What follows belongs to an exercise in optimizing a design on an open flow for small area, a short achievable clock period and few clock cycles per item; a production flow would make more cautious choices. Where RTL was checked, it was by simulation tests only, not by an equivalence proof against the original. Power is estimated from default activity; no workload was simulated.

## replacement_selection_run_generator_unit
module replacement_selection_run_generator_unit
#(
    parameter int MAX_N = rsrg_pkg::MAX_ENTRIES
) (
    input  wire logic               i_clk,
    input  wire logic               i_rst_n,
    input  wire logic               i_in_valid,
    output logic                    o_in_ready,
    input  wire rsrg_pkg::t_in_item           i_in_item,
    output logic                    o_out_valid,
    input  wire logic               i_out_ready,
    output rsrg_pkg::t_out_item               o_out_item,
    input  wire logic               i_cfg_we,
    input  wire logic [rsrg_pkg::HSIZE_W-1:0] i_cfg_data
);
Size: roughly 1300 flip-flops, about 80 I/O pins.
==> flow/config.mk <==
export PLATFORM = sky130hd
export DESIGN_NAME = replacement_selection_run_generator_unit
export DESIGN_NICKNAME = replacement_selection_run_generator_unit
export VERILOG_FILES = /design/flow/design.v
export SDC_FILE = /design/flow/constraint.sdc
export NUM_CORES = 4
export LEC_CHECK = 0
export CAP_MARGIN = 20
export CORE_MARGIN = 2
export CORE_UTILIZATION = 40
export CTS_CLUSTER_DIAMETER = 100
export CTS_CLUSTER_SIZE = 24
export SLEW_MARGIN = 20
export SETUP_SLACK_MARGIN = 6.6
==> flow/constraint.sdc <==
create_clock -name core_clock -period 10.0 [get_ports {i_clk}]
set_input_delay 2.0000 -clock core_clock [delete_from_list [all_inputs] [get_ports {i_clk}]]
set_output_delay 2.0000 -clock core_clock [all_outputs]
set_load 0.01 [all_outputs]
standard.sh (not shown) runs the stock make flow with config.mk's settings and CLKGATE_MAP_FILE= SYNTH_SCRIPT=/design/flow/synth_recipe.tcl, a recipe that flattens the netlist after the stock synthesis.
==> flow/flow/run.sh <==
#!/bin/bash
set -euo pipefail
sed 's/SETUP_SLACK_MARGIN=[0-9.]*//' standard.sh > standard_margin.sh
echo "export SETUP_SLACK_MARGIN = 6.6" >> config.mk
bash standard_margin.sh > standard.log 2>&1
Next try:
--- a/flow/design.v
+++ b/flow/design.v
@@ -174,19 +174,21 @@
     end
     logic [N-1:0] sel_nb, sel_new, sel_hold;
     always_comb begin
         for (int i = 0; i < N - 1; i++) begin
             sel_nb[i]  = r_shift || (r_upd && lt[i + 1]);
             sel_new[i] = r_upd && lt[i] && !lt[i + 1];
         end
         sel_nb[N-1]  = r_shift;
         sel_new[N-1] = r_upd && lt[N-1];
-        sel_hold     = ~(sel_nb | sel_new);
+        for (int i = 0; i < N; i++) begin
+            sel_hold[i] = !r_shift && !(r_upd && lt[i]);
+        end
     end
     always_ff @(posedge i_clk) begin
         for (int i = 0; i < N; i++) begin
             r_k[i] <= ({KW{sel_hold[i]}} & r_k[i])
                     | ({KW{sel_nb[i]}}   & r_k[(i + 1) % N])
                     | ({KW{sel_new[i]}}  & r_qkey);
             r_m[i] <= (sel_hold[i] & r_m[i])
                     | (sel_nb[i]   & r_m[(i + 1) % N])
                     | (sel_new[i]  & mark_n);
Result: Worst hold slack is worse by 26 ps; final area fell by 1.2%; fmax hardly moves; synthesized area drops by 0.52%; first-iteration DRC count grows by 74%; utilization goes down by 0.14 points; sequential cell count stays the same; count of clock-buffer cells in the layout shrinks by 1; power went up by 5.4%; setup slack is worse by 5.1 ps; die area goes down by 0.52%; via count went up by 0.51%.
Testbench counts after the change, summed over its fixed seeds: cycles 11,496, items 11,216.
Function not checked in the first run of this note: the RTL went through the layout flow alone.

* * *

## before
Another version of the RTL of replacement_selection_run_generator_unit (not shown whole).
For scale: roughly 7900 cells after synthesis, ~80 I/O pins.
clock: 10.0 ns
lec_check: 0
cap_margin: 20
core_margin: 2
core_utilization: 40
setup_slack_margin: 5
slew_margin: 20
run.sh (not shown) runs the stock make flow with config.mk's settings and CLKGATE_MAP_FILE= SYNTH_SCRIPT=/design/flow/synth_recipe.tcl, a recipe that flattens the netlist after the stock synthesis.
Stock flow here: none of the scripts above is used.
[inputs] after vs before
--- a/flow/design.v
+++ b/flow/design.v
@@ -37,30 +37,18 @@
         logic ca;
         logic cb;
         ca = (a.mark != cur);
         cb = (b.mark != cur);
         if (ca != cb) begin
             entry_before = !ca;
         end else begin
             entry_before = $signed(a.key) < $signed(b.key);
         end
-    endfunction
-    function automatic logic key_lt(logic [KEY_W-1:0] a, logic [KEY_W-1:0] b);
-        logic [KEY_W-1:0] na;
-        logic [KEY_W-1:0] bb;
-        logic             x;
-        na = ~{~a[KEY_W-1], a[KEY_W-2:0]};
-        bb = {~b[KEY_W-1], b[KEY_W-2:0]};
-        x  = bb[0] & na[0];
-        for (int i = 1; i < KEY_W; i++) begin
-            x = (bb[i] & na[i]) | (bb[i] & x) | (na[i] & x);
-        end
-        key_lt = x;
     endfunction
 endpackage
 `default_nettype wire
 `default_nettype none
 `default_nettype wire
 `default_nettype none
 `default_nettype wire
 `default_nettype none
 module replacement_selection_run_generator_unit
@@ -183,21 +171,21 @@
                 end
             end
         end
     end
     logic [N-1:0] c;       
     logic         cy;      
     logic [N-1:0] d_next;
     always_comb begin
         for (int j = 0; j < N; j++) begin
-            c[j] = rsrg_pkg::key_lt(r_pkey, r_k[j]);
-        end
-        cy = rsrg_pkg::key_lt(r_pkey, r_qkey);
+            c[j] = $signed(r_pkey) < $signed(r_k[j]);
+        end
+        cy = $signed(r_pkey) < $signed(r_qkey);
         for (int j = 0; j < N; j++) begin
             d_next[j] = (sel_hold[j] & c[j]) | (sel_nb[j] & c[(j + 1) % N]) | (sel_new[j] & cy);
         end
     end
     logic n_pv, n_qv, n_qop, n_qfull, n_v0, n_o1v, n_consume;
     assign n_pv    = take || (r_pv && !p_move);
     assign n_qv    = p_move || (r_qv && !consume);
     assign n_qop   = p_move ? r_pop : r_qop;
     assign n_qfull = p_move ? (n_cnt >= r_peff) : r_qfull;
Results
Relative to before, after improves minimum clock period. The highest-delay cell along the critical path comes out sky130_fd_sc_hd__buf_4 in one run and sky130_fd_sc_hd__o32ai_4 in the other, namely in after and before respectively. A first element of the critical path of r_pkey[11] is what before shows, while r_qfull belongs to after. Global-route usage (lower): after. Summary of after over before: worst-case setup margin in the final layout increased 350 ps; number of signal-net buffers in the layout decreased 58; post-synthesis area per instance increased about 5.3%; utilization decreased 0.44 points. [after vs before] die width: higher in after.
Function was not checked in any run of this note: the RTL went through the layout flow alone.

==> separate check: timing with driven ports <==
How much do the figures lean on ideal ports? The routed layouts below were timed once more, with nothing changed but the port constraints.
Step 1, drivers: a clkbuf_16 drives i_clk and a buf_2 each remaining input, both assumed.
Step 2 moves the port delays by t, midway between the first and last clock arrival at a register: inputs arrive t later, outputs are due t later. That takes back most of the time a late clock gives input paths.
a / b / c = no drivers / after step 1 / after step 2; a / b = the first two.
run	t (ns)	setup slack, ns	worst setup path after step 2	slew at the worst register clock pin (ns)	cell pins on the clock port's net
the first run of note 1	0.810	6.526 / 6.526 / 5.970	input to register	0.11 / 0.11	1
the second run of note 1	0.818	6.521 / 6.521 / 5.859	input to register	0.11 / 0.11	1
before	0.885	5.293 / 5.293 / 5.293	register to register	0.07 / 0.07	1
after	0.895	5.640 / 5.640 / 5.640	register to register	0.07 / 0.07	1
After both steps setup and hold are still met in every run listed. The setup slack of the second run of note 1, which loses most, moves by 0.000 ns with the drivers and by -0.662 ns with both steps.
